Context: an optimization exercise on an open-source flow, tuned for small area, a short achievable clock period and few clock cycles per item. The choices shown serve that exercise and are no tape-out recipe.
At most, simulation tests tie the RTL to the original design; equivalence was not proved.
Power and IR drop assume default switching activity.

Design rolling_hash_substring_counter_top, start of the top module:
module rolling_hash_substring_counter_top (
  input  logic        clk,
  input  logic        rst_n,
  input  logic        in_valid,
  output logic        in_ready,
  input  logic [1:0]  in_op,
  input  logic [7:0]  in_char,
  output logic        out_valid,
  input  logic        out_ready,
  output logic        out_match,
  output logic [15:0] out_start,
  output logic [15:0] out_count
);
For scale: about 3300 cells after synthesis, roughly 46000 sq um of cells after synthesis.
==> flow/config.mk <==
export PLATFORM = sky130hd
export DESIGN_NAME = rolling_hash_substring_counter_top
export DESIGN_NICKNAME = rolling_hash_substring_counter_top
export VERILOG_FILES = /design/flow/design.v
export SDC_FILE = /design/flow/constraint.sdc
export NUM_CORES = 4
export LEC_CHECK = 0
export ABC_CLOCK_PERIOD_IN_PS = 3100
export CAP_MARGIN = 20
export CORE_MARGIN = 2
export CORE_UTILIZATION = 60
export CTS_CLUSTER_DIAMETER = 80
export CTS_CLUSTER_SIZE = 28
export SETUP_SLACK_MARGIN = 3.9
export SLEW_MARGIN = 20
export SYNTH_HIERARCHICAL = 1
export SYNTH_MINIMUM_KEEP_SIZE = 0
==> flow/constraint.sdc <==
create_clock -name core_clock -period 7.0 [get_ports {clk}]
set_input_delay 1.4000 -clock core_clock [delete_from_list [all_inputs] [get_ports {clk}]]
set_output_delay 1.4000 -clock core_clock [all_outputs]
set_load 0.01 [all_outputs]
run.sh (not shown) runs the stock make flow with config.mk's settings and CLKGATE_MAP_FILE= SYNTH_SCRIPT=/design/flow/synth_recipe.tcl, a recipe that flattens the netlist after the stock synthesis.
==> next run, changes <==
--- a/flow/design.v
+++ b/flow/design.v
@@ -2008,52 +2008,55 @@
   assign ct_w229 = ct_w216 ^ ct_w227;
   assign ct_w230 = ct_w216 & ct_w227;
   assign ct_w231 = 1'b1 ^ nj[31] ^ j_r[26];
   assign ct_w232 = ~a_r[12] ^ ~a_r[13] ^ t_r[6];
   assign ct_w233 = t_r[1] ^ ct_w231 ^ ct_w232;
   assign ct_w234 = ct_w220 ^ ct_w222 ^ ct_w233;
   assign ct_w235 = ct_w224 ^ ct_w226 ^ ct_w234;
   assign ct_w236 = ct_w228 ^ ct_w235 ^ ct_w230;
   assign ca = {ct_w236, ct_w218, ct_w208, ct_w198, ct_w188, ct_w178, ct_w168, ct_w160, ct_w152, ct_w144, ct_w143, ct_w128, ct_w120, ct_w112, ct_w104, ct_w103, ct_w88, ct_w80, ct_w72, ct_w69, ct_w61, ct_w55, ct_w42, ct_w36, ct_w30, ct_w27, ct_w18, ct_w14, ct_w10, ct_w7, ct_w5, nj[0]};
   assign cb = {1'b0, ct_w229, ct_w217, ct_w207, ct_w197, ct_w187, ct_w177, ct_w167, ct_w159, ct_w151, ct_w136, ct_w135, ct_w127, ct_w119, ct_w111, ct_w96, ct_w95, ct_w87, ct_w79, ct_w71, ct_w63, ct_w48, ct_w47, ct_w41, ct_w35, ct_w29, ct_w23, ct_w17, ct_w13, ct_w9, ct_w3, ct_w1};
   logic       restart_r;
   logic [6:0] klen3_r;
-  logic       s4_text, s4_elig;
   always_ff @(posedge clk) begin
     if (!rst_n) begin
       restart_r <= 1'b1;
       klen3_r   <= '0;
     end else begin
       if (s3_clr) klen3_r <= '0;
       else if (s3_key) klen3_r <= klen3_r + 1'b1;
       if (s3_clr || s3_key) restart_r <= 1'b1;
-      else if (s4_text) restart_r <= 1'b0;
+      else if (s3_text) restart_r <= 1'b0;
     end
   end
   logic [7:0] eq_r;
+  logic       s4_text, s4_elig, s4_rs;
+  logic [6:0] s4_klen;
   always_ff @(posedge clk) begin
     if (!rst_n) begin
       s4_text <= 1'b0;
     end else begin
       s4_text <= s3_text;
     end
   end
   always_ff @(posedge clk) begin
     for (int g = 0; g < 8; g++) eq_r[g] <= &(ca[4*g +: 4] ^ cb[4*g +: 4]);
     s4_elig <= s3_elig;
+    s4_rs   <= restart_r;
+    s4_klen <= klen3_r;
   end
   assign r_push    = s4_text;
   assign r_match   = s4_elig && (&eq_r);
-  assign r_restart = restart_r;
-  assign r_klen    = klen3_r;
+  assign r_restart = s4_rs;
+  assign r_klen    = s4_klen;
 endmodule
 module rhsc_fa (
   input  logic a,
   input  logic b,
   input  logic c,
   output logic s,
   output logic co
 );
   assign s  = a ^ b ^ c;
   assign co = (a & b) | (a & c) | (b & c);
 endmodule
 module rolling_hash_substring_counter_top (
Effect:
- non-clock buffer count decreases by 13
- sequential share of layout area increases by 0.22 points
- core utilization decreases by 0.61 points
- cell area barely changes
- die area increases by 0.39%
- count of clock-buffer cells in the layout does not change
- wire length decreases by 2.7%
- power increases by 1.3%
- hold slack barely changes
- setup slack improved by 0.022 ns
- via count decreases by 1.3%
- global-route usage decreases by 0.76 points
- clock power increases by about 4%
- cell count barely changes
Testbench counts after the change, summed over its fixed seeds: cycles 24,804, items 22,232.
Only the layout flow was run in the first run of this note; the RTL was not checked for function there.

-- static timing again, ports no longer ideal --
How much do the figures lean on ideal ports? The routed layouts below were timed once more, with nothing changed but the port constraints. Step 1 sets driving cells, clkbuf_16 on the clock port and buf_2 on the other inputs (assumed; they add their load-dependent delay and slew). Step 2, shift: input delay + t, output delay - t, t = (earliest + latest rising clock arrival at the registers) / 2. This alone moves slack from input paths to output paths. a / b / c = no drivers / after step 1 / after step 2; a / b = the first two.
run | t, ns | setup slack, ns | worst setup path after step 2
the first run | 0.698 | 3.928 / 3.902 / 3.465 | input to register
the second run | 0.703 | 3.950 / 3.902 / 3.399 | input to register
After both steps every run listed still meets setup and hold. For the second run, which loses most, drivers alone change the setup slack by -0.048 ns; drivers and shift together by -0.551 ns.
